What follows belongs to an exercise in optimizing a design on an open flow for a short achievable clock period and few clock cycles per item; a production flow would make more cautious choices. Function was checked by simulation only, so behaviour that the tests miss may differ from the original. The flow treats the clock pin as an ideal source, which a real chip does not have. Power figures rest on the tool's default switching activity, not on a simulated workload.

$ cat design/flow/flow/run.sh
#!/bin/bash
# The standard layout (standard.sh), with three changes:
#  - the ports are placed by flow/io.tcl: the fetch-side ports that share
#    combinational paths sit side by side in the middle of one edge;
#  - every port still gets a buffer, but a buf_4 rather than the smallest
#    buffer, and the resizer may swap cells across footprints, so a slow
#    port buffer can be sized up.
# make's full output goes to flow_make.log in this folder; each ORFS step
# keeps its own log under orfs/logs.
set -euo pipefail
cd "$(dirname "$0")/.."
bash standard.sh finish \
  IO_CONSTRAINTS="$PWD/flow/io.tcl" \
  MATCH_CELL_FOOTPRINT=0 \
  BUFFER_PORTS_ARGS="-buffer_cell sky130_fd_sc_hd__buf_4" \
  > "$PWD/flow_make.log" 2>&1
$ cat design/flow/flow/io.tcl
# Place the timing-critical ports side by side in the middle of the bottom edge.
set block [ord::get_db_block]
set die [$block getDieArea]
set dbu [[ord::get_db_tech] getDbUnitsPerMicron]
set w [expr {double([$die xMax] - [$die xMin]) / $dbu}]
set pitch 0.46
set step 4
set ctr [expr {int(($w / 2.0 - 0.23) / $pitch)}]
# order outward from the centre: index 0 at centre, then alternating right/left
set names {cpu_ready mem_req flush mem_ack cpu_req}
for {set i 2} {$i < 32} {incr i} { lappend names "cpu_addr\[$i\]" }
for {set i 0} {$i < 32} {incr i} { lappend names "cpu_rdata\[$i\]" "mem_rdata\[$i\]" }
for {set i 0} {$i < 32} {incr i} { lappend names "mem_addr\[$i\]" }
lappend names nrst clk "cpu_addr\[0\]" "cpu_addr\[1\]"
set k 0
foreach n $names {
  set off [expr {($k + 1) / 2}]
  if {$k % 2} { set t [expr {$ctr + $off * $step}] } else { set t [expr {$ctr - $off * $step}] }
  set x [expr {0.23 + $t * $pitch}]
  place_pin -pin_name $n -layer met2 -location [list $x 0.242] -force_to_die_boundary
  incr k
}
$ cat design/flow/standard.sh
#!/bin/bash
# synth_recipe.tcl (not shown) runs the flow's synth.tcl, then flattens the netlist and writes it again
# the make line also repeats each setting of config.mk as NAME=value (left out here)
make -C /OpenROAD-flow-scripts/flow DESIGN_CONFIG=/design/flow/config.mk WORK_HOME=/design/flow/orfs CLKGATE_MAP_FILE= SYNTH_SCRIPT=/design/flow/synth_recipe.tcl "${@:-finish}"
$ cat design/flow/config.mk
export PLATFORM = sky130hd
export DESIGN_NAME = icache_dm
export DESIGN_NICKNAME = icache_dm
export VERILOG_FILES = /design/flow/design.v
export SDC_FILE = /design/flow/constraint.sdc
export NUM_CORES = 4
export LEC_CHECK = 0
export CAP_MARGIN = 20
export CORE_MARGIN = 2
export CORE_UTILIZATION = 55
export SETUP_SLACK_MARGIN = 3.5
export SLEW_MARGIN = 20
export SYNTH_HIERARCHICAL = 1
export SYNTH_MINIMUM_KEEP_SIZE = 0
export TNS_END_PERCENT = 30
$ cat design/flow/constraint.sdc
create_clock -name core_clock -period 7.0 [get_ports {clk}]
set_input_delay 1.4000 -clock core_clock [delete_from_list [all_inputs] [get_ports {clk}]]
set_output_delay 1.4000 -clock core_clock [all_outputs]
set_load 0.01 [all_outputs]
$ cat design/flow/design.v
module icache_dm_array #(
    parameter int SETS           = 32,
    parameter int WORDS_PER_LINE = 4,
    parameter int DATA_W         = 32,
    parameter int WA_W           = 30    
) (
    input  logic              clk,
    input  logic              nrst,
    input  logic [WA_W-1:0]   ra_addr,
    output logic              ra_hit,
    output logic [DATA_W-1:0] ra_data,
    input  logic [WA_W-1:0]   rb_addr,
    output logic              rb_hit,
    output logic [DATA_W-1:0] rb_data,
    input  logic [WA_W-1:0]   rc_addr,
    output logic              rc_hit,
    input  logic [WA_W-1:0]   rd_addr,
    output logic              rd_hit,
    input  logic              we,
    input  logic [WA_W-1:0]   wr_addr,
    input  logic [DATA_W-1:0] wr_data,
    input  logic              clear_all
);
    localparam int OFF_W = $clog2(WORDS_PER_LINE);
    localparam int IDX_W = $clog2(SETS);
    localparam int TAG_W = WA_W - IDX_W - OFF_W;
    localparam int WORDS = SETS * WORDS_PER_LINE;
    logic [WORDS-1:0]  valid_q;
    logic [TAG_W-1:0]  tag_q  [SETS];
    logic [DATA_W-1:0] data_q [WORDS];
    logic [TAG_W-1:0]       wr_tag;
    logic [IDX_W-1:0]       wr_idx;
    logic [IDX_W+OFF_W-1:0] wr_widx;
    logic                   wr_same;
    assign wr_tag  = wr_addr[WA_W-1 -: TAG_W];
    assign wr_idx  = wr_addr[OFF_W +: IDX_W];
    assign wr_widx = wr_addr[IDX_W+OFF_W-1:0];
    assign wr_same = (tag_q[wr_idx] == wr_tag);
    assign ra_hit  = valid_q[ra_addr[IDX_W+OFF_W-1:0]]
                     & (tag_q[ra_addr[OFF_W +: IDX_W]] == ra_addr[WA_W-1 -: TAG_W]);
    assign ra_data = data_q[ra_addr[IDX_W+OFF_W-1:0]];
    assign rb_hit  = valid_q[rb_addr[IDX_W+OFF_W-1:0]]
                     & (tag_q[rb_addr[OFF_W +: IDX_W]] == rb_addr[WA_W-1 -: TAG_W]);
    assign rb_data = data_q[rb_addr[IDX_W+OFF_W-1:0]];
    assign rc_hit  = valid_q[rc_addr[IDX_W+OFF_W-1:0]]
                     & (tag_q[rc_addr[OFF_W +: IDX_W]] == rc_addr[WA_W-1 -: TAG_W]);
    assign rd_hit  = valid_q[rd_addr[IDX_W+OFF_W-1:0]]
                     & (tag_q[rd_addr[OFF_W +: IDX_W]] == rd_addr[WA_W-1 -: TAG_W]);
    always_ff @(posedge clk or negedge nrst) begin
        if (!nrst) begin
            valid_q <= '0;
        end else if (clear_all) begin
            valid_q <= '0;
        end else if (we) begin
            if (!wr_same)
                valid_q[wr_idx*WORDS_PER_LINE +: WORDS_PER_LINE] <= '0;
            valid_q[wr_widx] <= 1'b1;
        end
    end
    always_ff @(posedge clk) begin
        if (we) begin
            tag_q[wr_idx]   <= wr_tag;
            data_q[wr_widx] <= wr_data;
        end
    end
endmodule
module icache_dm #(
    parameter int ADDR_W         = 32,
    parameter int DATA_W         = 32,
    parameter int SETS           = 32,
    parameter int WORDS_PER_LINE = 4
) (
    input  logic              clk,
    input  logic              nrst,
    input  logic              cpu_req,
    input  logic [ADDR_W-1:0] cpu_addr,
    output logic [DATA_W-1:0] cpu_rdata,
    output logic              cpu_ready,
    input  logic              flush,
    output logic              mem_req,
    output logic [ADDR_W-1:0] mem_addr,
    input  logic              mem_ack,
    input  logic [DATA_W-1:0] mem_rdata
);
    localparam int WA_W = ADDR_W - 2;
    localparam int HL_W = 3;
    logic [WA_W-1:0]   cpu_wa;
    assign cpu_wa = cpu_addr[ADDR_W-1:2];
    logic [WA_W-1:0]   p_q, pn_q;
    logic [DATA_W-1:0] d_q;
    logic              dok_q;      
    logic              fwd_q;      
    logic              busy_q;     
    logic              raised_q;   
    logic [WA_W-1:0]   a_q;
    logic              jmp_q, jhit_q;
    logic [WA_W-1:0]   jfrom_q;
    logic [1:0]           h_v_q, h_arm_q;
    logic [1:0][WA_W-1:0] h_s_q;
    logic [1:0][HL_W-1:0] h_n_q;
    logic              bt_v_q;
    logic [WA_W-1:0]   bt_at_q, bt_tgt_q, bt_tgt1_q;
    logic [DATA_W-1:0] bt_d_q;
    logic [WA_W-1:0]   p_d, pn_d, a_d;
    logic [DATA_W-1:0] d_d;
    logic              dok_d, fwd_d, busy_d, raised_d;
    logic [1:0]           h_v_d, h_arm_d;
    logic [1:0][WA_W-1:0] h_s_d;
    logic [1:0][HL_W-1:0] h_n_d;
    logic              bt_v_d;
    logic              ra_hit, rb_hit, rc_hit, rd_hit;
    logic [WA_W-1:0]   pn2_q, pn2_d;
    logic              nh_q, nh_d;
    logic [DATA_W-1:0] ra_data, rb_data;
    logic match, served, mispredict, ack, byp_pn, byp_cpu, a_is_pn, a_is_cpu;
    logic bt_hit, bt_rec, pf_ok, pf_go, skip_ok;
    logic [WA_W-1:0] skip;
    icache_dm_port #(.WA_W(WA_W)) u_port (
        .cpu_wa    (cpu_wa),
        .p         (p_q),
        .flush     (flush),
        .dok       (dok_q),
        .fwd       (fwd_q),
        .mem_ack   (mem_ack),
        .busy      (busy_q),
        .raised    (raised_q),
        .cpu_ready (cpu_ready),
        .mem_req   (mem_req)
    );
    icache_dm_eq #(.W(WA_W)) u_match (
        .a  (cpu_wa),
        .b  (p_q),
        .eq (match)
    );
    assign cpu_rdata = dok_q ? d_q : mem_rdata;
    assign mem_addr  = {a_q, 2'b00};
    assign served     = cpu_req & ~flush & match & (dok_q | (mem_ack & fwd_q));
    assign mispredict = cpu_req & ~match;
    assign ack        = busy_q & mem_ack;
    assign a_is_pn    = (a_q == pn_q);
    assign a_is_cpu   = (a_q == cpu_wa);
    assign byp_pn     = ack & a_is_pn;
    assign byp_cpu    = ack & a_is_cpu;
    assign bt_hit     = bt_v_q & (pn_q == bt_at_q);
    assign pf_ok = served ? (bt_hit | nh_q | byp_pn) : (dok_q | (ack & fwd_q));
    always_comb begin
        if (served && bt_hit) begin
            pn2_d = bt_tgt1_q + 1'b1;
            nh_d  = 1'b1;
        end else if (served) begin
            pn2_d = pn2_q + 1'b1;
            nh_d  = rd_hit;
        end else if (mispredict) begin
            pn2_d = cpu_wa + 2'd2;
            nh_d  = 1'b0;
        end else begin
            pn2_d = pn2_q;
            nh_d  = ra_hit;
        end
    end
    always_comb begin
        if (served && bt_hit) begin
            p_d   = bt_tgt_q;
            pn_d  = bt_tgt1_q;
            dok_d = 1'b1;
            d_d   = bt_d_q;
            fwd_d = 1'b0;
        end else if (served) begin
            p_d   = pn_q;
            pn_d  = pn_q + 1'b1;
            dok_d = ra_hit | byp_pn;
            d_d   = byp_pn ? mem_rdata : ra_data;
            fwd_d = a_is_pn;
        end else if (mispredict) begin
            p_d   = cpu_wa;
            pn_d  = cpu_wa + 1'b1;
            dok_d = rb_hit | byp_cpu;
            d_d   = byp_cpu ? mem_rdata : rb_data;
            fwd_d = a_is_cpu;
        end else begin
            p_d   = p_q;
            pn_d  = pn_q;
            dok_d = dok_q | (ack & fwd_q);
            d_d   = dok_q ? d_q : mem_rdata;
            fwd_d = fwd_q;
        end
        if (flush) dok_d = 1'b0;
        busy_d   = busy_q;
        a_d      = a_q;
        raised_d = 1'b1;
        pf_go    = 1'b0;
        if (!(busy_q && (raised_q || match)) || mem_ack) begin
            busy_d   = ~dok_d;
            a_d      = p_d;
            fwd_d    = 1'b1;
            raised_d = 1'b0;
            if (!mispredict && !flush && pf_ok && h_v_q[0] && h_arm_q[0]) begin
                pf_go    = 1'b1;
                busy_d   = ~rc_hit;
                a_d      = h_s_q[0];
                fwd_d    = 1'b0;
                raised_d = 1'b1;
            end
        end
    end
    assign skip    = p_q - jfrom_q;
    assign skip_ok = (skip < WA_W'(8));
    assign bt_rec  = jmp_q & jhit_q & ~skip_ok & dok_q;
    always_comb begin
        bt_v_d = bt_v_q | bt_rec;
        if (flush) bt_v_d = 1'b0;
    end
    always_comb begin
        h_v_d   = h_v_q;
        h_arm_d = h_arm_q;
        h_s_d   = h_s_q;
        h_n_d   = h_n_q;
        if (pf_go) begin
            h_s_d[0] = h_s_q[0] + 1'b1;
            h_n_d[0] = h_n_q[0] - 1'b1;
            if (h_n_q[0] == HL_W'(1)) begin
                h_v_d[0]   = h_v_q[1];
                h_arm_d[0] = h_arm_q[1];
                h_s_d[0]   = h_s_q[1];
                h_n_d[0]   = h_n_q[1];
                h_v_d[1]   = 1'b0;
            end
        end
        if (jmp_q) begin
            if (skip_ok) begin
                if (!h_v_d[0]) begin
                    h_v_d[0]   = 1'b1;
                    h_arm_d[0] = 1'b0;
                    h_s_d[0]   = jfrom_q;
                    h_n_d[0]   = HL_W'(skip);
                end else if (!h_v_d[1]) begin
                    h_v_d[1]   = 1'b1;
                    h_arm_d[1] = 1'b0;
                    h_s_d[1]   = jfrom_q;
                    h_n_d[1]   = HL_W'(skip);
                end
            end else if (jhit_q) begin
                h_arm_d = 2'b11;            
            end else begin
                h_v_d   = 2'b00;            
            end
        end else if (served && bt_hit) begin
            h_arm_d = 2'b11;                
        end
    end
    always_ff @(posedge clk or negedge nrst) begin
        if (!nrst) begin
            dok_q    <= 1'b0;
            fwd_q    <= 1'b0;
            busy_q   <= 1'b0;
            raised_q <= 1'b0;
            p_q      <= '0;
            pn_q     <= WA_W'(1);
            pn2_q    <= WA_W'(2);
            nh_q     <= 1'b0;
            a_q      <= '0;
            jmp_q    <= 1'b0;
            h_v_q    <= '0;
            h_arm_q  <= '0;
            bt_v_q   <= 1'b0;
        end else begin
            dok_q    <= dok_d;
            fwd_q    <= fwd_d;
            busy_q   <= busy_d;
            raised_q <= raised_d;
            p_q      <= p_d;
            pn_q     <= pn_d;
            pn2_q    <= pn2_d;
            nh_q     <= nh_d;
            a_q      <= a_d;
            jmp_q    <= mispredict;
            h_v_q    <= h_v_d;
            h_arm_q  <= h_arm_d;
            bt_v_q   <= bt_v_d;
        end
    end
    always_ff @(posedge clk) begin
        d_q     <= d_d;
        jfrom_q <= p_q;
        jhit_q  <= rb_hit;
        h_s_q   <= h_s_d;
        h_n_q   <= h_n_d;
        if (bt_rec) begin
            bt_at_q   <= jfrom_q;
            bt_tgt_q  <= p_q;
            bt_tgt1_q <= pn_q;
            bt_d_q    <= d_q;
        end
    end
    icache_dm_array #(
        .SETS           (SETS),
        .WORDS_PER_LINE (WORDS_PER_LINE),
        .DATA_W         (DATA_W),
        .WA_W           (WA_W)
    ) u_array (
        .clk       (clk),
        .nrst      (nrst),
        .ra_addr   (pn_q),
        .ra_hit    (ra_hit),
        .ra_data   (ra_data),
        .rb_addr   (cpu_wa),
        .rb_hit    (rb_hit),
        .rb_data   (rb_data),
        .rc_addr   (h_s_q[0]),
        .rc_hit    (rc_hit),
        .rd_addr   (pn2_q),
        .rd_hit    (rd_hit),
        .we        (ack & ~flush),
        .wr_addr   (a_q),
        .wr_data   (mem_rdata),
        .clear_all (flush)
    );
endmodule
module icache_dm_eq #(
    parameter int W = 30
) (
    input  logic [W-1:0] a,
    input  logic [W-1:0] b,
    output logic         eq
);
    assign eq = (a == b);
endmodule
module icache_dm_port #(
    parameter int WA_W = 30
) (
    input  logic [WA_W-1:0] cpu_wa,
    input  logic [WA_W-1:0] p,
    input  logic            flush,
    input  logic            dok,
    input  logic            fwd,
    input  logic            mem_ack,
    input  logic            busy,
    input  logic            raised,
    output logic            cpu_ready,
    output logic            mem_req
);
    logic match;
    assign match     = (cpu_wa == p);
    assign cpu_ready = ~flush & match & (dok | (mem_ack & fwd));
    assign mem_req   = busy & (raised | match);
endmodule
==> results.json, run 1 <==
{
  "grt_use_total_pct": 42.8,
  "critPathBufInv": 4,
  "crit_path_end_kind": "register",
  "std_cell_rows": 258,
  "utilization_pct": 64.8,
  "die_area_um2": 500000,
  "path_cells": "xor2_1 -> nor4_4 -> nand4_1 -> nor4_4 -> buf_4 -> nand3b_1 -> or2_4 -> buf_6 -> buf_12 -> buf_4 -> mux2_4 -> nor2_4 -> nand4_1 -> or3_4 -> or3_1 -> nand3_2 -> a31oi_1",
  "wl_per_cell_um": 49.5,
  "clkSinkCount": 5342,
  "yosys_warnings": 8,
  "holdWs_ns": 0.299,
  "cts_tree": "built",
  "grt_pass1_vias": 170000,
  "die_w_um": 707,
  "dpl.hpwl_mm": 622,
  "io_buffer_count": 130,
  "route.vias.total": 173000,
  "ctsRootBufferMaster": "clkbuf_16",
  "yosys.cell_types.count": 90,
  "ys_seq_elements": 5342,
  "worst_hold_path_type": "input pin to asynchronous set/reset pin",
  "startpoint_type": "register",
  "post-route-period-util_pct": 65.7,
  "synth-main-ff-cell": "edfxtp_1",
  "clk_latency_ns": 1.17,
  "seq_area_frac_synth_pct": 58.2,
  "postSynthCellCount": 13700,
  "power.leakage_nw": 101,
  "fin_cells": 21800,
  "ant_nets": 0,
  "grt_pass1_wl_mm": 1450,
  "path_class": "register to register",
  "status": "finished clean",
  "clock.fmax_ghz": 0.217,
  "core_region_area_um2": 493000,
  "finalSetupTns_ns": 0,
  "tightest_slew_ns": 1.17,
  "clockBufferDepth": 4,
  "place_congestion": 0.976,
  "max-slew-margin-rel_pct": 22.1,
  "drv_slew": 0,
  "place_inst": 19900,
  "syn_to_final_growth_pct": 17.4,
  "gr-total-overflow": 0,
  "crit_family": "simple AND/OR/NAND/NOR gates",
  "vias_per_cell": 7.95,
  "route.detailed.drc": 0,
  "fin_worst_skew_ns": 0.0964,
  "min_period_ns": 4.60,
  "rsz0062_at_grt": "true",
  "initial_utilization_pct": 55.2,
  "avgSynthCellArea_um2": 19.8,
  "ios": 0,
  "ir_drop_uv": 269,
  "synthArstFlopShare_pct": 4.85,
  "fillers": 32900,
  "cts_buffers": 584,
  "grt_max_degree": 131,
  "die_h_um": 707,
  "path_clk_slew_ns": 0.06,
  "setup_viol": 0,
  "antenna_found_initial": 95,
  "drv_cap": 0,
  "netlist_area_um2": 272000,
  "fin_nets": 14800,
  "cp.required_ns": 7.97,
  "drive_above_1_share_pct": 46.3,
  "synth_edf_count": 4987,
  "wl_mm": 1080,
  "hold_viol_final": 0,
  "htreeDepth": 6,
  "drtPass1Iterations": 9,
  "cpMaxStageDelayCell": "dfrtp_2",
  "drtIter0Drc": 31400,
  "power.density_nw_per_um2": 247,
  "slowest_delay_ns": 0.50,
  "worst_ep_arrival_time_ns": 5.57,
  "cp_max_fo": 5
}
synthesized netlist by cell type, types with 29 or more instances:
library cell	n	share of area (%)
edfxtp_1	4987	55
mux4_2	3856	32
clkbuf_1	754	1.0
nor2_1	483	0.67
mux2i_1	432	1.6
nand2_1	342	0.47
buf_1	286	0.39
dfrtp_1	257	2.4
o21ai_0	257	0.47
xnor2_1	211	0.68
a21oi_1	203	0.37
xor2_1	169	0.54
nand3_1	140	0.26
mux2_2	110	0.46
o22ai_1	106	0.24
dfxtp_1	96	0.71
nand4_1	90	0.21
buf_2	88	0.16
inv_1	85	0.12
a22oi_1	75	0.21
nor3_1	65	0.12
o211ai_1	62	0.17
nor4_1	54	0.12
ha_1	44	0.20
a211oi_1	33	0.091
o32ai_1	33	0.11
and3_1	31	0.071
a22o_1	29	0.093
power by group:
part | internal [mW] | total, mW | switching, mW
clock network | 17.1 | 30.6 | 13.5
logic | 5.49 | 12.7 | 7.26
registers | 35.2 | 35.5 | 0.338
cells by family after synthesis:
family                     after synthesis  synth area share (%)
buffers and inverters                 1245                  1.81
muxes                                 4398                  34.0
DFF                                   5342                  58.2
other                                    1               0.00138
AOI/OAI and AO/OA                      982                  2.33
adders and majority gates               45                 0.210
xor gates and xnor gates               380                  1.22
and+or+nand+nor                       1339                  2.27
worst reg2reg max path: cells and delay by family, from the launching register on:
kind / cells / cell delay (ns)
AOI/OAI and AO/OA: 1 / 0.08
xor gates and xnor gates: 1 / 0.22
buffers and inverters: 4 / 0.57
DFF: 1 / 0.50
muxes: 1 / 0.33
and+or+nand+nor: 10 / 2.78
cell usage in the layout (no fill, tap or decap), types with 181 or more instances in the layout:
cell type  Yosys  final
edfxtp_1    4987   4987
mux4_2      3856   3856
buf_4         21    826
clkbuf_16      0    720
mux2i_1      432    360
nand2_1      342    315
buf_12         0    290
nor2_1       483    251
dfrtp_1      257    215
nor2_4         0    210
xnor2_1      211    201
a21oi_1      203    181
sequential cells by signal (all words and copies together) (netlist names), 2 cells and up:
| signal | cells |
|---|---|
| a_q | 30 |
| h_n_q | 6 |
| u_array.data_q | 4096 |
| bt_at_q | 30 |
| bt_d_q | 32 |
| d_q | 32 |
| p_q | 30 |
| h_s_q | 60 |
| bt_tgt1_q | 30 |
| pn2_q | 30 |
| pn_q | 30 |
| h_v_q | 2 |
| u_array.valid_q | 128 |
| h_arm_q | 2 |
| u_array.tag_q | 736 |
| jfrom_q | 30 |
| bt_tgt_q | 30 |
area by class of cell:
class,count,area [um^2],area share [%]
Antenna cell,116,290,0.0909
Inverter,89,358,0.112
Timing Repair Buffer,1539,19900,6.24
Sequential cell,5342,158000,49.6
Clock inverter,291,2970,0.929
Clock buffer,759,15600,4.90
Multi-Input combinational cell,7150,114000,35.6
Tap cell,6500,8130,2.55
metal layers:
metal	wire, um	share of wire [%]	track usage, %
met5	457	0.042	0
met2	484000	45	62.9
met1	361000	33	56.0
met3	141000	13	12.3
met4	91500	8.5	29.2
metrics by stage:
| step | power, mW | instance area, um^2 | setup WS [ns] |
|---|---|---|---|
| 2_1_floorplan | 42.7 | 273000 | 1.63 |
| 3_3_place_gp | 46.9 | 285000 | 0.453 |
| 3_5_place_dp | 47.0 | 285000 | 0.614 |
| 4_1_cts | 78.3 | 315000 | 2.55 |
| 5_1_grt | 80.3 | 319000 | 2.29 |
| 6_report | 78.8 | 319000 | 2.40 |
path summary, 6_finish.rpt:
| kind | from | endpoint | slack [ns] | cells past startpoint |
|---|---|---|---|---|
| worst max-delay path | p_q[6] | pn_q[23] | 2.40 | 17 |
| worst min-delay path | nrst | p_q[7] | 0.30 | 1 |
| worst max register to register | p_q[6] | pn_q[23] | 2.40 | 17 |
| worst min register to register | d_q[6] | bt_d_q[6] | 0.44 | 0 |
| max in group asynchronous | nrst | pn2_q[6] | 5.20 | 2 |
| min in group core_clock | d_q[6] | bt_d_q[6] | 0.44 | 0 |
what timing repair did:
action / 4_1_cts / 5_1_grt
endpoints found under the setup margin: 5052 / 1871
hold buffers: 0 / 0
cloned: 171 / 29
pin swaps: 205 / 201
resized for setup: 1019 / 374
setup buffers: 431 / 125
Testbench counts, summed over its fixed seeds: cycles 240,130, fetches 96,000.
==> inputs of run 2 (changes only) <==
--- a/design/flow/design.v
+++ b/design/flow/design.v
@@ -67,7 +67,7 @@
 module icache_dm #(
     parameter int ADDR_W         = 32,
     parameter int DATA_W         = 32,
-    parameter int SETS           = 32,
+    parameter int SETS           = 16,
     parameter int WORDS_PER_LINE = 4
 ) (
     input  logic              clk,
==> run 2 against run 1 <==
Largest cell class unchanged. Maximum frequency up 1.1%. Clock skew down 0.053 ns. Worst setup slack gained 0.050 ns. Still clean on timing, DRC and antenna. Sequential power is 46% lower. Flip-flop and latch count decreased by 2464. Non-clock buffer count is 568 lower. Synthesized cell count shrank 40%. Count of clock-buffer cells in the layout shrank 353.
==> results.json, run 2 <==
{
  "status": "finished clean",
  "power.density_nw_per_um2": 244,
  "std_cell_rows": 190,
  "wl_per_cell_um": 46.1,
  "clockBufferDepth": 4,
  "yosysTopAreaCell": "edfxtp_1",
  "top_register": "u_array.data_q",
  "synth-main-ff-cell": "edfxtp_1",
  "postSynthCellCount": 8190,
  "grt_use_total_pct": 42.3,
  "yosys_warnings": 8,
  "htreeDepth": 5,
  "grt_pass1_vias": 94700,
  "gr-total-overflow": 0,
  "path_clk_slew_ns": 0.06,
  "synthArstFlopShare_pct": 6.78,
  "fin_cells": 12700,
  "cp.required_ns": 5.60,
  "tightest_slew_ns": 1.15,
  "cp_max_fo": 10,
  "place_congestion": 0.972,
  "most-common-layout-cells": "2587 x edfxtp_1, 1930 x mux4_2, 480 x buf_4",
  "layout_commonest_cell": "edfxtp_1",
  "setup_viol": 0,
  "rrSetupSlack_ns": 2.82,
  "whs_path_depth": 0,
  "antenna_found_initial": 41,
  "hold_viol_final": 0,
  "power.leakage_nw": 57.3,
  "drv_slew": 0,
  "die_h_um": 523,
  "reg_top3": "u_array.data_q: 2048 flops, u_array.tag_q: 384 flops, u_array.valid_q: 64 flops",
  "io_buffer_count": 130,
  "worst_hold_path_type": "register to register",
  "core_region_area_um2": 268000,
  "rsz0062_at_grt": "true",
  "avgSynthCellArea_um2": 18.1,
  "yosysMostFrequentCell": "edfxtp_1",
  "netlist_area_um2": 148000,
  "whs_endpoint": "bt_d_q[23]",
  "utilization_pct": 65.5,
  "hp-start": "d_q[23]",
  "drtPass1Iterations": 8,
  "finalSetupTns_ns": 0,
  "synthTopCellsByArea": "edfxtp_1 52%, mux4_2 29%, dfrtp_1 3.3%, mux2i_1 1.8%, xor2_1 1.4%",
  "cts_hold_buf": 0,
  "fin_nets": 8928,
  "reg2reg_to": "bt_d_q[5]",
  "grt_max_degree": 133,
  "ctsRootBufferMaster": "clkbuf_16",
  "ir_drop_uv": 308,
  "clk_latency_ns": 0.94,
  "clkSinkCount": 2878,
  "worst_ep_arrival_time_ns": 3.15,
  "cts_tree": "built",
  "synth_top_area_share_pct": 52.3,
  "ios": 0,
  "yosys.cell_types.count": 88,
  "drive_above_1_share_pct": 42.0,
  "ys_seq_elements": 2878,
  "drv_cap": 0,
  "ant_nets": 0,
  "fin_worst_skew_ns": 0.0430,
  "die_area_um2": 274000,
  "route.detailed.drc": 0,
  "dpl.hpwl_mm": 325,
  "clock.fmax_ghz": 0.220,
  "route.vias.total": 97600,
  "wl_mm": 583,
  "cts_buffers": 316,
  "ys_top_cells_by_count": "2587 x edfxtp_1, 1930 x mux4_2, 418 x clkbuf_1",
  "r2r_start": "p_q[1]",
  "grt_pass1_wl_mm": 784,
  "post-route-period-util_pct": 65.0,
  "place_inst": 11500,
  "die_w_um": 523,
  "max-slew-margin-rel_pct": 23.3,
  "path_class": "input pin to primary output",
  "r2r_cells": 18,
  "synth_edf_count": 2587,
  "startpoint_type": "input pin",
  "crit_path_end_kind": "primary output",
  "seq_area_frac_synth_pct": 56.9,
  "vias_per_cell": 7.71,
  "largest_register_ffs": 2048,
  "min_period_ns": 4.55,
  "drtIter0Drc": 16400,
  "initial_utilization_pct": 55.3,
  "syn_to_final_growth_pct": 18.4,
  "fillers": 18300
}
## run 2: cell count changes after synthesis, moves of 111 or more
cell | before | now
nor2_1 | 483 | 372
clkbuf_1 | 754 | 418
edfxtp_1 | 4987 | 2587
o21ai_0 | 257 | 132
mux2i_1 | 432 | 268
mux4_2 | 3856 | 1930
## run 2: cell families (layout without fill, tap and decap cells)
family | count (synthesis) | in the layout | synth area share (%)
flops | 2878 | 2878 | 56.9
mux | 2258 | 2258 | 31.6
simple gates | 1083 | 1089 | 3.43
compound gates | 800 | 800 | 3.43
buf+inv | 746 | 1617 | 2.02
xor+xnor | 378 | 378 | 2.23
fa+ha+maj | 46 | 46 | 0.393
other cells | 1 | 32 | 0.00253
## run 2: area by class of cell
class                      count  area (um^2)  area share, %
clock buffer                 406         8570           4.88
multi-input combinational   4573        63400           36.1
antenna                       30         75.1         0.0427
tap                         3552         4440           2.53
clock inverter               167         1420          0.807
timing repair buffer         971        13000           7.39
inverter                      73          285          0.162
sequential                  2878        84600           48.1
## run 2: where the power goes
part	leakage [nW]	internal (mW)	total [mW]	switching [mW]
clock network	4.89	9.40	16.5	7.09
logic	25.9	3.08	7.09	4.01
registers	26.5	19.0	19.3	0.331
## run 2: per-layer routing
layer	track usage, %	wire length (um)	up-vias
met3	13.9	79800	1500
li1	-	-	36300
met5	0.762	302	-
met2	61.0	256000	7801
met1	57.0	205000	52000
met4	24.3	41300	18
## run 2: worst max path at each step
stage	depth (start not counted)	startpoint	slack (ns)	end
finish	7	cpu_addr[16]	2.45	cpu_ready
global route	7	cpu_addr[26]	2.50	cpu_ready
CTS	7	cpu_addr[28]	2.60	cpu_ready
detailed placement	15	cpu_addr[5]	1.06	h_s_q[55]
global placement	15	cpu_addr[5]	1.10	h_s_q[29]
floorplan	20	cpu_addr[17]	2.28	pn_q[26]
## run 2: worst max-delay path: stages
cell and delay [ns]:
buf_8 0.15, xor2_2 0.17, nor4_1 0.27, nand4_1 0.16, buf_6 0.17, nor4b_4 0.58, buf_4 0.23
## run 2: what timing repair did
item | 4_1_cts | 5_1_grt
hold endpoints to repair | 0 | 0
pin swaps | 149 | 93
resized for setup | 705 | 205
setup buffers | 276 | 131
endpoints found under the setup margin | 2461 | 2041
cloned | 128 | 20
## run 2: per-stage QoR
stage	setup slack, ns	cell area, um^2	total power, mW	hold WS [ns]
2_1_floorplan	2.28	149000	23.3	0.403
3_3_place_gp	1.10	155000	25.6	0.407
3_5_place_dp	1.06	155000	25.6	0.412
4_1_cts	2.60	173000	42.6	0.412
5_1_grt	2.50	176000	43.7	0.428
6_report	2.45	176000	42.9	0.421
Testbench counts of run 2, summed over its fixed seeds: cycles 243,426, fetches 96,000.
==> inputs of run 3 (changes only) <==
--- a/design/flow/design.v
+++ b/design/flow/design.v
@@ -113,17 +113,21 @@
     logic              nh_q, nh_d;
     logic [DATA_W-1:0] ra_data, rb_data;
     logic match, served, mispredict, ack, byp_pn, byp_cpu, a_is_pn, a_is_cpu;
-    logic bt_hit, bt_rec, pf_ok, pf_go, skip_ok;
+    logic bt_hit, bt_rec, pf_go, pf_go1, pf_go0, pf_free1, pf_free0;
+    logic pf_q, jskip_q;
+    logic [HL_W-1:0] jlen_q;
     logic [WA_W-1:0] skip;
     icache_dm_port #(.WA_W(WA_W)) u_port (
+        .clk       (clk),
+        .nrst      (nrst),
         .cpu_wa    (cpu_wa),
-        .p         (p_q),
+        .p_d       (p_d),
+        .dok_d     (dok_d),
+        .fwd_d     (fwd_d),
+        .busy_d    (busy_d),
+        .raised_d  (raised_d),
         .flush     (flush),
-        .dok       (dok_q),
-        .fwd       (fwd_q),
         .mem_ack   (mem_ack),
-        .busy      (busy_q),
-        .raised    (raised_q),
         .cpu_ready (cpu_ready),
         .mem_req   (mem_req)
     );
@@ -142,7 +146,12 @@
     assign byp_pn     = ack & a_is_pn;
     assign byp_cpu    = ack & a_is_cpu;
     assign bt_hit     = bt_v_q & (pn_q == bt_at_q);
-    assign pf_ok = served ? (bt_hit | nh_q | byp_pn) : (dok_q | (ack & fwd_q));
+    assign pf_free1 = ~busy_q | mem_ack;
+    assign pf_free0 = ~(busy_q & raised_q) | mem_ack;
+    assign pf_go1 = pf_free1 & (cpu_req & ~flush & (dok_q | (mem_ack & fwd_q))
+                                ? (bt_hit | nh_q | byp_pn) : (dok_q | (ack & fwd_q)));
+    assign pf_go0 = pf_free0 & ~cpu_req & (dok_q | (ack & fwd_q));
+    assign pf_go  = ~flush & ~pf_q & h_v_q[0] & h_arm_q[0] & (match ? pf_go1 : pf_go0);
     always_comb begin
         if (served && bt_hit) begin
             pn2_d = bt_tgt1_q + 1'b1;
@@ -188,14 +197,12 @@
         busy_d   = busy_q;
         a_d      = a_q;
         raised_d = 1'b1;
-        pf_go    = 1'b0;
         if (!(busy_q && (raised_q || match)) || mem_ack) begin
             busy_d   = ~dok_d;
             a_d      = p_d;
             fwd_d    = 1'b1;
             raised_d = 1'b0;
-            if (!mispredict && !flush && pf_ok && h_v_q[0] && h_arm_q[0]) begin
-                pf_go    = 1'b1;
+            if (pf_go) begin
                 busy_d   = ~rc_hit;
                 a_d      = h_s_q[0];
                 fwd_d    = 1'b0;
@@ -203,9 +210,8 @@
             end
         end
     end
-    assign skip    = p_q - jfrom_q;
-    assign skip_ok = (skip < WA_W'(8));
-    assign bt_rec  = jmp_q & jhit_q & ~skip_ok & dok_q;
+    assign skip    = cpu_wa - p_q;
+    assign bt_rec  = jmp_q & jhit_q & ~jskip_q & dok_q;
     always_comb begin
         bt_v_d = bt_v_q | bt_rec;
         if (flush) bt_v_d = 1'b0;
@@ -215,7 +221,7 @@
         h_arm_d = h_arm_q;
         h_s_d   = h_s_q;
         h_n_d   = h_n_q;
-        if (pf_go) begin
+        if (pf_q) begin
             h_s_d[0] = h_s_q[0] + 1'b1;
             h_n_d[0] = h_n_q[0] - 1'b1;
             if (h_n_q[0] == HL_W'(1)) begin
@@ -227,17 +233,17 @@
             end
         end
         if (jmp_q) begin
-            if (skip_ok) begin
+            if (jskip_q) begin
                 if (!h_v_d[0]) begin
                     h_v_d[0]   = 1'b1;
                     h_arm_d[0] = 1'b0;
                     h_s_d[0]   = jfrom_q;
-                    h_n_d[0]   = HL_W'(skip);
+                    h_n_d[0]   = jlen_q;
                 end else if (!h_v_d[1]) begin
                     h_v_d[1]   = 1'b1;
                     h_arm_d[1] = 1'b0;
                     h_s_d[1]   = jfrom_q;
-                    h_n_d[1]   = HL_W'(skip);
+                    h_n_d[1]   = jlen_q;
                 end
             end else if (jhit_q) begin
                 h_arm_d = 2'b11;            
@@ -260,6 +266,7 @@
             nh_q     <= 1'b0;
             a_q      <= '0;
             jmp_q    <= 1'b0;
+            pf_q     <= 1'b0;
             h_v_q    <= '0;
             h_arm_q  <= '0;
             bt_v_q   <= 1'b0;
@@ -274,6 +281,7 @@
             nh_q     <= nh_d;
             a_q      <= a_d;
             jmp_q    <= mispredict;
+            pf_q     <= pf_go;
             h_v_q    <= h_v_d;
             h_arm_q  <= h_arm_d;
             bt_v_q   <= bt_v_d;
@@ -282,6 +290,8 @@
     always_ff @(posedge clk) begin
         d_q     <= d_d;
         jfrom_q <= p_q;
+        jskip_q <= (skip < WA_W'(8));
+        jlen_q  <= HL_W'(skip);
         jhit_q  <= rb_hit;
         h_s_q   <= h_s_d;
         h_n_q   <= h_n_d;
@@ -328,19 +338,38 @@
 module icache_dm_port #(
     parameter int WA_W = 30
 ) (
+    input  logic            clk,
+    input  logic            nrst,
     input  logic [WA_W-1:0] cpu_wa,
-    input  logic [WA_W-1:0] p,
+    input  logic [WA_W-1:0] p_d,
+    input  logic            dok_d,
+    input  logic            fwd_d,
+    input  logic            busy_d,
+    input  logic            raised_d,
     input  logic            flush,
-    input  logic            dok,
-    input  logic            fwd,
     input  logic            mem_ack,
-    input  logic            busy,
-    input  logic            raised,
     output logic            cpu_ready,
     output logic            mem_req
 );
-    logic match;
-    assign match     = (cpu_wa == p);
-    assign cpu_ready = ~flush & match & (dok | (mem_ack & fwd));
-    assign mem_req   = busy & (raised | match);
+    logic [WA_W-1:0] p_q;
+    logic            dok_q, fwd_q, busy_q, raised_q;
+    logic            match;
+    always_ff @(posedge clk or negedge nrst) begin
+        if (!nrst) begin
+            p_q      <= '0;
+            dok_q    <= 1'b0;
+            fwd_q    <= 1'b0;
+            busy_q   <= 1'b0;
+            raised_q <= 1'b0;
+        end else begin
+            p_q      <= p_d;
+            dok_q    <= dok_d;
+            fwd_q    <= fwd_d;
+            busy_q   <= busy_d;
+            raised_q <= raised_d;
+        end
+    end
+    assign match     = (cpu_wa == p_q);
+    assign cpu_ready = ~flush & match & (dok_q | (mem_ack & fwd_q));
+    assign mem_req   = busy_q & (raised_q | match);
 endmodule
==> design/flow/flow/run.sh (replaced) <==
#!/bin/bash
# The standard layout (standard.sh), with four changes:
#  - the ports are placed by flow/io.tcl: the fetch-side ports that share
#    combinational paths sit side by side in the middle of one edge;
#  - every port still gets a buffer, but a buf_4 rather than the smallest
#    buffer, and the resizer may swap cells across footprints, so a slow
#    port buffer can be sized up;
#  - after global placement, flow/cluster.tcl moves the cells that decide
#    cpu_ready and mem_req next to those ports (detailed placement then
#    legalises them as usual).
# make's full output goes to flow_make.log in this folder; each ORFS step
# keeps its own log under orfs/logs.
set -euo pipefail
cd "$(dirname "$0")/.."
bash standard.sh finish \
  IO_CONSTRAINTS="$PWD/flow/io.tcl" \
  MATCH_CELL_FOOTPRINT=0 \
  POST_GLOBAL_PLACE_TCL="$PWD/flow/cluster.tcl" \
  BUFFER_PORTS_ARGS="-buffer_cell sky130_fd_sc_hd__buf_4" \
  > "$PWD/flow_make.log" 2>&1
==> design/flow/flow/cluster.tcl (new file) <==
# Move the cells that decide cpu_ready and mem_req (the fetch-address
# compare, its input buffers, the registers it reads and the output buffers)
# next to those ports, which io.tcl put side by side in the middle of the
# bottom edge; detailed placement then legalises them.
set block [ord::get_db_block]
set dbu [[ord::get_db_tech] getDbUnitsPerMicron]
set insts {}
foreach p {cpu_ready mem_req} {
  foreach c [get_fanin -to [get_ports $p] -flat -only_cells] {
    set inst [sta::sta_to_db_inst $c]
    if {$inst eq "NULL" || $inst eq ""} { continue }
    if {[[$inst getMaster] getType] ne "CORE"} { continue }
    if {[lsearch -exact $insts $inst] < 0} { lappend insts $inst }
  }
}
set xs 0
foreach p {cpu_ready mem_req} {
  set bb [[$block findBTerm $p] getBBox]
  set xs [expr {$xs + ([$bb xMin] + [$bb xMax]) / 2}]
}
set xc [expr {$xs / 2}]
set cols 12
set pitch [expr {int(4.6 * $dbu)}]
set row [expr {int(5.44 * $dbu)}]
set y0 [expr {int(8.16 * $dbu)}]
set k 0
foreach inst $insts {
  set x [expr {$xc + (($k % $cols) - $cols / 2) * $pitch}]
  set y [expr {$y0 + ($k / $cols) * $row}]
  $inst setLocation $x $y
  $inst setPlacementStatus PLACED
  incr k
}
puts "cluster.tcl: moved $k cells next to the fetch-side ports"
==> run 3 against run 2 <==
Clock power about the same. First-iteration DRC count up 2.3%. Die area up 0.75%. Via count up 1.5%. Largest cell class unchanged. Critical path type unchanged. Clock skew up 0.010 ns. Largest power group unchanged. Non-clock buffer count up 3. Routed wire length up 1.1%. Sequential share of layout area about the same. Critical path depth down 1. Final cell count up 1.0%. Count of clock-buffer cells in the layout up 29.
==> results.json, run 3 <==
{
  "status": "finished clean",
  "synth_edf_count": 2587,
  "yosys.area_share.simple_pct": 3.55,
  "p_seq_share_pct": 45.2,
  "fin_nets": 9037,
  "largest_register_ffs": 2048,
  "hold_viol_final": 0,
  "ys_top_cells_by_count": "2587 x edfxtp_1, 1930 x mux4_2, 421 x nand2_1",
  "fin_worst_skew_ns": 0.0532,
  "crit_path_end_kind": "primary output",
  "ir_drop_uv": 288,
  "finalSetupTns_ns": 0,
  "clkSinkCount": 2917,
  "clockPowerShare_pct": 38.7,
  "drtIter0Drc": 16700,
  "yosys_warnings": 9,
  "cts_hold_buf": 0,
  "power_switching_mw": 11.4,
  "cp_max_fo": 11,
  "clock.fmax_ghz": 0.230,
  "most-common-layout-cells": "2587 x edfxtp_1, 1930 x mux4_2, 507 x buf_4",
  "path_clk_slew_ns": 0.07,
  "grt_max_degree": 135,
  "gr-total-overflow": 0,
  "crit_family": "simple AND/OR/NAND/NOR gates",
  "rsz0062_at_grt": "true",
  "synth-compound-area-share_pct": 3.51,
  "yosys.cell_types.count": 96,
  "min_period_ns": 4.35,
  "cts_tree": "built",
  "postSynthCellCount": 8297,
  "max-slew-margin-rel_pct": 24.6,
  "syn_to_final_growth_pct": 18.8,
  "yosys.area_share.adder_pct": 0.390,
  "reg_top3": "u_array.data_q: 2048 flops, u_array.tag_q: 384 flops, u_array.valid_q: 64 flops",
  "post-route-period-util_pct": 62.1,
  "drive_above_1_share_pct": 42.3,
  "power.density_nw_per_um2": 243,
  "htreeDepth": 5,
  "synth_top_family_by_area": "multiplexers",
  "swShare_pct": 26.5,
  "clockBufferDepth": 4,
  "synthArstFlopShare_pct": 7.88,
  "ios": 0,
  "clk_latency_ns": 0.96,
  "power.leakage_nw": 58.2,
  "yosysTopAreaCell": "edfxtp_1",
  "startpoint_type": "input pin",
  "path_class": "input pin to primary output",
  "drv_cap": 0,
  "worst_hold_path_type": "register to register",
  "cp.required_ns": 5.60,
  "wl_per_cell_um": 46.1,
  "core_region_area_um2": 271000,
  "seq_area_frac_synth_pct": 57.1,
  "netlist_area_um2": 150000,
  "yosysMostFrequentCell": "edfxtp_1",
  "avgSynthCellArea_um2": 18.0,
  "route.vias.total": 99000,
  "top_register": "u_array.data_q",
  "antenna_found_initial": 37,
  "finalPower_mw": 43.1,
  "synth-main-ff-cell": "edfxtp_1",
  "slowest_delay_ns": 0.35,
  "synth_xor_area_share_pct": 2.33,
  "drv_slew": 0,
  "die_area_um2": 276000,
  "io_buffer_count": 130,
  "path_cells": "buf_6 -> xor2_1 -> nor4_2 -> nand2_2 -> o31ai_2 -> buf_4",
  "std_cell_rows": 191,
  "die_h_um": 525,
  "grt_pass1_wl_mm": 790,
  "ys_seq_elements": 2917,
  "setup_viol": 0,
  "drtPass1Iterations": 25,
  "muxShareOfSynthArea_pct": 31.1,
  "grt_pass1_vias": 94700,
  "cpMaxStageDelayCell": "nor4_2",
  "cts_buffers": 318,
  "power_frac_comb_pct": 16.1,
  "vias_per_cell": 7.75,
  "critPathBufInv": 2,
  "ctsRootBufferMaster": "clkbuf_16",
  "layout_commonest_cell": "edfxtp_1",
  "die_w_um": 525,
  "wl_mm": 589,
  "worst_ep_arrival_time_ns": 2.95,
  "synthTopCellsByArea": "edfxtp_1 52%, mux4_2 29%, dfrtp_1 3.8%, mux2i_1 1.6%, xor2_1 1.4%",
  "synth_top_area_share_pct": 52.0,
  "power.internal_mw": 31.7,
  "tightest_slew_ns": 1.10,
  "grt_use_total_pct": 41.9,
  "initial_utilization_pct": 55.3,
  "route.detailed.drc": 0,
  "ant_nets": 0,
  "dpl.hpwl_mm": 333
}
## run 3: final cells by class
type / instances / area [um^2]
fillers: 18300 / 92900
flip-flops and latches: 2917 / 85500
multi-input cells: 4648 / 64300
repair buffers: 974 / 12900
clock buffers: 435 / 8870
well taps: 3570 / 4470
clock inverters: 136 / 1230
inverters: 63 / 245
diodes: 36 / 90.1
## run 3: power groups by stage
| stage | clock, mW | combinational [mW] | sequential [mW] |
|---|---|---|---|
| global placement | 0 | 5.66 | 19.9 |
| CTS | 16.8 | 6.52 | 19.4 |
| global route | 17.4 | 7.06 | 19.5 |
| finish | 16.7 | 6.96 | 19.5 |
| detailed placement | 0 | 5.71 | 19.9 |
| floorplan | 0 | 3.60 | 19.7 |
## run 3: worst register-to-register path, cell delays in order (launching register included)
cell and delay (ns):
dfrtp_4 0.54, buf_16 0.41, mux4_2 0.54, mux4_2 0.65, xor2_1 0.20, nor4_1 0.43, nand4_1 0.25, nor2_1 0.22
nor3_1 0.11, a211oi_2 0.21, nand2_1 0.10, a21o_4 0.23
## run 3: logic make-up (layout without fill, tap and decap cells)
family / Yosys count / in the layout
AO/OA/AOI/OAI: 835 / 835
XOR/XNOR: 397 / 397
adder cells (fa/ha/maj): 46 / 46
buffers and inverters: 741 / 1608
flip-flops: 2917 / 2917
multiplexers: 2224 / 2224
other: 1 / 38
AND/OR/NAND/NOR: 1136 / 1144
## run 3: path summary, 6_finish.rpt
check	endpoint	start	slack [ns]	cells past startpoint
setup / recovery	mem_req	cpu_addr[17]	2.65	6
hold / removal	bt_d_q[6]	d_q[6]	0.43	0
setup reg to reg	busy_q	pn_q[4]	2.97	11
hold reg to reg	bt_d_q[6]	d_q[6]	0.43	0
max in group asynchronous	u_array.valid_q[15]	nrst	4.91	2
min in group asynchronous	p_q[24]	nrst	0.51	1
## run 3: timing repair
action | 4_1_cts | 5_1_grt
buffers inserted | 234 | 186
endpoints found under the setup margin | 1790 | 1354
gates cloned | 94 | 45
pin swaps | 138 | 110
gates resized for setup | 631 | 398
## run 3: routing by layer
metal  GRT usage (%)  up-vias  wire, um
met5            1.42        -       461
met1            57.1    52800    207000
li1                -    36600         -
met4            22.2       16     39000
met3            12.9     1540     79500
met2            61.0     8127    262000
## run 3: stage by stage
step                      utilization, %  hold slack (ns)  std cells  area (um^2)  setup slack, ns
after floorplan                        -            0.401       8298       151000             2.57
after global placement              57.7            0.408      11600       156000             1.09
after detailed placement            57.7            0.412      11600       156000            0.839
after CTS                           64.0            0.427      12500       173000             2.85
after global routing                65.6            0.436      12800       178000             2.63
final                               65.6            0.429      12800       178000             2.65
Testbench counts of run 3, summed over its fixed seeds: cycles 243,306, fetches 96,000.
==> inputs of run 4 (changes only) <==
==> design/flow/flow/run.sh (replaced) <==
#!/bin/bash
# The standard layout (standard.sh), with five changes:
#  - the ports are placed by flow/io.tcl: the fetch-side ports that share
#    combinational paths sit side by side in the middle of one edge;
#  - every port still gets a buffer, but a buf_4 rather than the smallest
#    buffer, and the resizer may swap cells across footprints, so a slow
#    port buffer can be sized up;
#  - after global placement, flow/cluster.tcl moves the cells that decide
#    cpu_ready and mem_req next to those ports (detailed placement then
#    legalises them as usual);
#  - before clock tree synthesis, flow/direct.tcl feeds the gates on the
#    paths to cpu_ready and mem_req straight from their port buffers,
#    skipping the buffers repair put in front of the port buffers' far loads
#    (same logic, fewer buffers on those paths).
# make's full output goes to flow_make.log in this folder; each ORFS step
# keeps its own log under orfs/logs.
set -euo pipefail
cd "$(dirname "$0")/.."
bash standard.sh finish \
  IO_CONSTRAINTS="$PWD/flow/io.tcl" \
  MATCH_CELL_FOOTPRINT=0 \
  POST_GLOBAL_PLACE_TCL="$PWD/flow/cluster.tcl" \
  PRE_CTS_TCL="$PWD/flow/direct.tcl" \
  BUFFER_PORTS_ARGS="-buffer_cell sky130_fd_sc_hd__buf_4" \
  > "$PWD/flow_make.log" 2>&1
==> design/flow/flow/direct.tcl (new file) <==
# Feed each gate on the paths to cpu_ready and mem_req straight from the port
# buffer it hangs behind, rather than through the buffers that timing repair
# put in front of the port buffer's other (far) loads. The logic is the same:
# only buffers are skipped.
set block [ord::get_db_block]
proc is_buf {inst} {
  set m [[$inst getMaster] getName]
  return [expr {[string match "sky130_fd_sc_hd__buf_*" $m] || [string match "sky130_fd_sc_hd__clkbuf_*" $m]}]
}
proc port_buf_net {net} {
  # follow a chain of buffers back from net; return the net a port buffer
  # drives, or "" if the chain does not start at a port buffer
  set hops 0
  while {$hops < 8} {
    set drv ""
    foreach it [$net getITerms] {
      if {[$it isOutputSignal]} { set drv $it }
    }
    if {$drv eq ""} { return "" }
    set inst [$drv getInst]
    if {![is_buf $inst]} { return "" }
    set in ""
    foreach it [$inst getITerms] {
      if {[$it isInputSignal]} { set in [$it getNet] }
    }
    if {$in eq "" || $in eq "NULL"} { return "" }
    if {[llength [$in getBTerms]] > 0} {
      if {$hops == 0} { return "" }
      return $net
    }
    set net $in
    incr hops
  }
  return ""
}
set moved 0
foreach p {cpu_ready mem_req} {
  foreach c [get_fanin -to [get_ports $p] -flat -only_cells] {
    set inst [sta::sta_to_db_inst $c]
    if {$inst eq "NULL" || $inst eq ""} { continue }
    if {[is_buf $inst]} { continue }
    foreach it [$inst getITerms] {
      if {![$it isInputSignal]} { continue }
      set net [$it getNet]
      if {$net eq "NULL"} { continue }
      set src [port_buf_net $net]
      if {$src ne "" && $src ne $net} {
        $it disconnect
        $it connect $src
        incr moved
      }
    }
  }
}
puts "direct.tcl: $moved gate inputs now fed straight from their port buffers"
--- a/design/flow/config.mk
+++ b/design/flow/config.mk
@@ -7,7 +7,7 @@
 export LEC_CHECK = 0
 export CAP_MARGIN = 20
 export CORE_MARGIN = 2
-export CORE_UTILIZATION = 55
+export CORE_UTILIZATION = 45
 export SETUP_SLACK_MARGIN = 3.5
 export SLEW_MARGIN = 20
 export SYNTH_HIERARCHICAL = 1
==> run 4 against run 3 <==
Still clean on timing, DRC and antenna. Total power grew 2.0%. Final cell count rose by 6.3%. Count of clock-buffer cells in the layout unchanged. Non-clock buffer count is 19 lower. Clock skew rose by 0.018 ns. Register-to-register slack worse by 0.04 ns. Design area increased by 0.74%. Combinational power barely moved. Maximum frequency is 1.8% higher. Die area up 22%. Sequential power hardly changed.
==> results.json, run 4 <==
{
  "status": "finished clean",
  "place_inst": 12400,
  "ios": 0,
  "fin_cells": 13600,
  "route.vias.total": 98500,
  "cts_buffers": 325,
  "grt_pass1_vias": 97000,
  "path_class": "input pin to primary output",
  "grt_pass1_wl_mm": 803,
  "yosys_warnings": 9,
  "muxShareOfSynthArea_pct": 31.1,
  "ys_top_cells_by_count": "2587 x edfxtp_1, 1930 x mux4_2, 421 x nand2_1",
  "initial_utilization_pct": 45.2,
  "clock.fmax_ghz": 0.234,
  "core_region_area_um2": 331000,
  "gr-usage-met3_pct": 8.51,
  "most-common-layout-cells": "2587 x edfxtp_1, 1930 x mux4_2, 487 x buf_4",
  "drtIter0Drc": 15200,
  "synthTopCellsByArea": "edfxtp_1 52%, mux4_2 29%, dfrtp_1 3.8%, mux2i_1 1.6%, xor2_1 1.4%",
  "crit_start": "cpu_addr[15]",
  "place_area_um2": 157000,
  "ir_drop_uv": 287,
  "wl_per_cell_um": 43.8,
  "setup_viol": 0,
  "dpl.hpwl_mm": 345,
  "post-route-period-util_pct": 61.0,
  "fin_area_um2": 179000,
  "top_register": "u_array.data_q",
  "synth-main-ff-cell": "edfxtp_1",
  "synth_top_area_share_pct": 52.0,
  "path_clk_slew_ns": 0.07,
  "io_buffer_count": 130,
  "startpoint_type": "input pin",
  "r2r_start": "pn_q[5]",
  "die_w_um": 580,
  "utilization_pct": 54.1,
  "grt_max_degree": 117,
  "layout_commonest_cell": "edfxtp_1",
  "synth_xor_area_share_pct": 2.33,
  "synth-compound-area-share_pct": 3.51,
  "die_area_um2": 337000,
  "syn_to_final_growth_pct": 19.7,
  "postSynthCellCount": 8297,
  "power.density_nw_per_um2": 246,
  "met2_usage_pct": 53.2,
  "grt_use_total_pct": 34.6,
  "ys_seq_elements": 2917,
  "drv_slew": 0,
  "cts_tree": "built",
  "drtPass1Iterations": 12,
  "hold_viol_final": 0,
  "top_usage_layer": "met2",
  "max-slew-margin-rel_pct": 22.5,
  "yosys.area_share.simple_pct": 3.55,
  "grtUsageMet1_pct": 43.3,
  "crit_path_end_kind": "primary output",
  "min_period_ns": 4.27,
  "yosysMostFrequentCell": "edfxtp_1",
  "clk_latency_ns": 0.95,
  "gr-total-overflow": 0,
  "pre_cts_ws_ns": 1.01,
  "setup_ws_ns": 2.73,
  "cp_max_fo": 11,
  "antenna_found_initial": 48,
  "power.leakage_nw": 58.2,
  "rsz0062_at_grt": "true",
  "largest_register_ffs": 2048,
  "clkSinkCount": 2917,
  "synthArstFlopShare_pct": 7.88,
  "ant_nets": 0,
  "yosysTopAreaCell": "edfxtp_1",
  "avgSynthCellArea_um2": 18.0,
  "worst_hold_path_type": "input pin to asynchronous set/reset pin",
  "synth_edf_count": 2587,
  "route.detailed.drc": 0,
  "cp.required_ns": 5.60,
  "worst_ep_arrival_time_ns": 2.87,
  "seq_area_frac_synth_pct": 57.1,
  "tightest_slew_ns": 1.16,
  "yosys.area_share.adder_pct": 0.390,
  "vias_per_cell": 7.25,
  "std_cell_rows": 211,
  "fin_nets": 9018,
  "finalSetupTns_ns": 0,
  "synth_top_family_by_area": "multiplexers",
  "wl_mm": 595,
  "yosys.cell_types.count": 96,
  "drv_cap": 0,
  "fin_worst_skew_ns": 0.0715,
  "reg_top3": "u_array.data_q: 2048 flops, u_array.tag_q: 384 flops, u_array.valid_q: 64 flops",
  "drive_above_1_share_pct": 42.4,
  "netlist_area_um2": 150000,
  "die_h_um": 580
}
run 4: timing repair:
item | CTS | global route
hold buffers | 0 | 0
setup endpoints to repair | 2112 | 1241
pin swaps | 175 | 110
cloned | 99 | 14
hold endpoints to repair | 0 | 0
buffers inserted | 263 | 128
gates resized for setup | 699 | 311
run 4: cell type report:
| cell class | instances | area, um^2 |
|---|---|---|
| fill | 25400 | 152000 |
| multi-input combinational | 4641 | 64300 |
| sequential | 2917 | 85500 |
| clock inverter | 163 | 1800 |
| timing repair buffer | 955 | 12600 |
| tap | 4366 | 5460 |
| clock buffer | 435 | 8860 |
| antenna | 49 | 123 |
| inverter | 63 | 245 |
run 4: critical path: stages:
cell	delay [ns]
buf_8	0.21
xor2_2	0.16
nor4_4	0.37
nand2_2	0.17
nor4b_4	0.36
buf_4	0.19
run 4: path summary, 6_finish.rpt:
kind	to	slack (ns)	cells after the start
max	cpu_ready	2.73	6
min	u_port.p_q[18]	0.34	1
max reg2reg	u_port.busy_q	2.93	10
min reg2reg	bt_d_q[2]	0.39	0
max in group asynchronous	u_array.valid_q[46]	4.94	3
min in group core_clock	bt_d_q[2]	0.39	0
run 4: cells by family after synthesis:
kind of cell	after synthesis
flops	2917
compound gates	835
mux	2224
xor+xnor	397
buf+inv	741
other cells	1
simple gates	1136
fa+ha+maj	46
run 4: layer usage:
metal,routed length (um),share of wire [%]
met1,201000,34
met2,272000,46
met3,70100,12
met4,51200,8.6
met5,908,0.15
run 4: through the flow:
stage          total power [mW]  hold WS [ns]
2_1_floorplan              23.3         0.401
3_3_place_gp               25.6         0.409
3_5_place_dp               25.7         0.412
4_1_cts                    43.7         0.388
5_1_grt                    44.8         0.360
6_report                   44.0         0.340
run 4: where the power goes:
group	switching (mW)	internal (mW)	leakage [nW]
Combinational	3.97	2.99	26.2
Sequential	0.291	19.2	26.8
Clock	7.40	10.1	5.18
==> inputs of run 5 (changes only) <==
--- a/design/flow/config.mk
+++ b/design/flow/config.mk
@@ -7,7 +7,7 @@
 export LEC_CHECK = 0
 export CAP_MARGIN = 20
 export CORE_MARGIN = 2
-export CORE_UTILIZATION = 45
+export CORE_UTILIZATION = 35
 export SETUP_SLACK_MARGIN = 3.5
 export SLEW_MARGIN = 20
 export SYNTH_HIERARCHICAL = 1
==> run 5 against run 4 <==
Still clean on timing, DRC and antenna. Synthesized cell count unchanged. Maximum frequency decreased by 1.7%. Synthesized area unchanged. Largest power group unchanged. Final cell count increased by 9.0%. Die area increased by 28%. Sequential power about the same. Count of clock-buffer cells in the layout decreased by 24. Sequential share of layout area decreased by 0.13 points. First-iteration DRC count increased by 8.2%. Non-clock buffer count decreased by 39. Critical path depth increased by 1. Hold slack improved by 0.086 ns.
==> results.json, run 5 <==
{
  "status": "finished clean",
  "drive_above_1_share_pct": 41.6,
  "p_seq_share_pct": 45.4,
  "yosys.area_share.adder_pct": 0.390,
  "postSynthCellCount": 8297,
  "ant_nets": 0,
  "crit_family": "simple AND/OR/NAND/NOR gates",
  "tightest_slew_ns": 1.21,
  "power.internal_mw": 31.6,
  "cts_tree": "built",
  "topRoutingLayerUsed": "met5",
  "die_h_um": 658,
  "synth-compound-area-share_pct": 3.51,
  "clk_latency_ns": 0.92,
  "avgSynthCellArea_um2": 18.0,
  "yosysMostFrequentCell": "edfxtp_1",
  "finalSetupTns_ns": 0,
  "cpMaxStageDelayCell": "nor4_4",
  "wl_per_cell_um": 40.1,
  "seq_area_frac_synth_pct": 57.1,
  "startpoint_type": "input pin",
  "hold_viol_final": 0,
  "reg_top3": "u_array.data_q: 2048 flops, u_array.tag_q: 384 flops, u_array.valid_q: 64 flops",
  "post-route-period-util_pct": 62.1,
  "synth-main-ff-cell": "edfxtp_1",
  "power_switching_mw": 11.2,
  "worst_hold_path_type": "register to register",
  "io_buffer_count": 130,
  "swShare_pct": 26.2,
  "grt_pass1_wl_mm": 802,
  "drtIter0Drc": 16400,
  "most-common-layout-cells": "2587 x edfxtp_1, 1930 x mux4_2, 460 x buf_4",
  "min_period_ns": 4.35,
  "slowest_delay_ns": 0.37,
  "holdWs_ns": 0.426,
  "cts_buffers": 313,
  "vias_per_cell": 6.64,
  "fin_worst_skew_ns": 0.0669,
  "yosys_warnings": 9,
  "cp.required_ns": 5.60,
  "wl_met3_mm": 73.9,
  "drv_cap": 0,
  "path_cells": "buf_16 -> xor2_4 -> nor4_4 -> nand4_1 -> buf_6 -> nor4b_4 -> buf_4",
  "route.detailed.drc": 0,
  "ys_top_cells_by_count": "2587 x edfxtp_1, 1930 x mux4_2, 421 x nand2_1",
  "clkSinkCount": 2917,
  "cp_max_fo": 2,
  "largest_register_ffs": 2048,
  "fin_nets": 8977,
  "top_register": "u_array.data_q",
  "met2_length_mm": 265,
  "grt_max_degree": 141,
  "path_class": "input pin to primary output",
  "synth_top_family_by_area": "multiplexers",
  "fillers": 36900,
  "path_clk_slew_ns": 0.06,
  "grt_use_total_pct": 26.7,
  "power_frac_comb_pct": 15.9,
  "pre_cts_ws_ns": 0.803,
  "die_w_um": 658,
  "drtPass1Iterations": 6,
  "max-slew-margin-rel_pct": 18.7,
  "grt_pass1_vias": 95700,
  "rrSetupSlack_ns": 2.84,
  "cts_hold_buf": 0,
  "syn_to_final_growth_pct": 20.0,
  "yosys.area_share.simple_pct": 3.55,
  "clock.fmax_ghz": 0.230,
  "wl_met1_mm": 209,
  "synthArstFlopShare_pct": 7.88,
  "rsz0062_at_grt": "true",
  "dpl.hpwl_mm": 345,
  "synth_xor_area_share_pct": 2.33,
  "yosys.cell_types.count": 96,
  "netlist_area_um2": 150000,
  "yosysTopAreaCell": "edfxtp_1",
  "std_cell_rows": 240,
  "ir_drop_uv": 202,
  "power.density_nw_per_um2": 239,
  "setup_ws_ns": 2.65,
  "drv_slew": 0,
  "clockPowerShare_pct": 38.7,
  "wl_mm": 593,
  "synth_top_area_share_pct": 52.0,
  "antenna_found_initial": 33,
  "ios": 0,
  "setup_viol": 0,
  "core_region_area_um2": 426000,
  "synthTopCellsByArea": "edfxtp_1 52%, mux4_2 29%, dfrtp_1 3.8%, mux2i_1 1.6%, xor2_1 1.4%",
  "worst_ep_arrival_time_ns": 2.95,
  "layout_commonest_cell": "edfxtp_1",
  "muxShareOfSynthArea_pct": 31.1,
  "crit_path_end_kind": "primary output",
  "ys_seq_elements": 2917,
  "route.vias.total": 98400,
  "synth_edf_count": 2587,
  "gr-total-overflow": 0,
  "initial_utilization_pct": 35.1,
  "critPathBufInv": 3,
  "power.leakage_nw": 57.6,
  "die_area_um2": 432000
}
==> run 5: layout make-up <==
cell class                 count  area (um^2)  area share [%]
antenna                       14         35.0          0.0195
clock buffer                 411         8510            4.75
clock inverter               149         1400           0.778
inverter                      63          254           0.142
multi-input combinational   4651        64200            35.8
sequential                  2917        85500            47.7
tap                         5687         7120            3.97
timing repair buffer         916        12400            6.90
==> run 5: worst paths after layout <==
check | endpoint | cells past startpoint | startpoint
max in group asynchronous | u_array.valid_q[30] | 2 | nrst
setup / recovery | cpu_ready | 7 | cpu_addr[28]
setup reg to reg | pn_q[27] | 16 | p_q[2]
hold reg to reg | bt_d_q[4] | 0 | d_q[4]
hold / removal | bt_d_q[4] | 0 | d_q[4]
min in group asynchronous | u_port.p_q[0] | 1 | nrst
==> run 5: worst reg2reg max path, cell delays in order, from the launching register on <==
cell	delay [ns]
dfrtp_1	0.58
xor2_1	0.26
nor4_1	0.35
nand4_1	0.19
nor4_4	0.38
buf_4	0.19
nand2_4	0.06
or3_4	0.42
buf_6	0.15
buf_6	0.11
nor4_4	0.37
o21ai_4	0.14
nor3_4	0.36
nand2_1	0.11
xor2_1	0.16
mux2i_1	0.14
o21ai_1	0.09
==> run 5: logic make-up after synthesis <==
kind of cell,count (synthesis)
multiplexers,2224
other,1
flip-flops,2917
AO/OA/AOI/OAI,835
buffers and inverters,741
adder cells (fa/ha/maj),46
XOR/XNOR,397
AND/OR/NAND/NOR,1136
==> run 5: power by group through the flow <==
stage               clock network, mW  registers, mW  logic (mW)
finish                           16.6           19.5        6.81
global route                     17.4           19.5        6.93
CTS                              16.7           19.5        6.53
detailed placement                  0           19.9        5.64
global placement                    0           19.9        5.57
floorplan                           0           19.7        3.60
==> run 5: routing by layer <==
metal  GRT usage, %  vias up
met5          0.609        -
met4           17.1       28
met3           7.22     1779
met2           39.9     7776
met1           34.3    52400
li1               -    36400
==> run 5: per-stage QoR <==
step / cell area [um^2] / power, mW / std cells / util (%)
global route: 179000 / 43.8 / 14800 / 42.1
global placement: 159000 / 25.5 / 13700 / 37.3
finish: 179000 / 42.9 / 14800 / 42.1
floorplan: 151000 / 23.3 / 8298 / -
CTS: 177000 / 42.7 / 14700 / 41.6
detailed placement: 159000 / 25.6 / 13800 / 37.4
==> run 5: what timing repair did <==
item                                    in CTS  in global routing
endpoints found under the setup margin    1879               1670
hold endpoints to repair                     0                  0
pin swaps                                  182                107
cloned                                      99                  5
resized for setup                          671                284
buffers inserted                           285                 92

port drivers added, routing unchanged:
In the flow no input, the clock included, has a driving cell. The finished layouts below were timed again as built, in two steps. Step 1 assumes that a clkbuf_16 drives the clock port and a buf_2 every other input. Step 2 moves the port delays by t, midway between the first and last clock arrival at a register: inputs arrive t later, outputs are due t later. That takes back most of the time a late clock gives input paths. a / b / c = no drivers / after step 1 / after step 2; a / b = the first two.
run | t (ns) | setup WS [ns] | worst setup path at the end | slew at the worst register clock pin (ns)
run 1 | 1.235 | 2.401 / 2.042 / 0.808 | input to register | 0.07 / 0.07
run 2 | 1.010 | 2.451 / 2.296 / 1.605 | input to register | 0.07 / 0.07
run 3 | 1.026 | 2.653 / 2.366 / 1.508 | input to register | 0.07 / 0.07
run 4 | 1.014 | 2.730 / 2.499 / 1.647 | input to register | 0.07 / 0.07
run 5 | 0.969 | 2.655 / 2.462 / 1.574 | input to register | 0.07 / 0.07
After both steps every run listed still meets setup and hold. The setup slack of run 1, which loses most, moves by -0.359 ns with the drivers and by -1.593 ns with both steps.
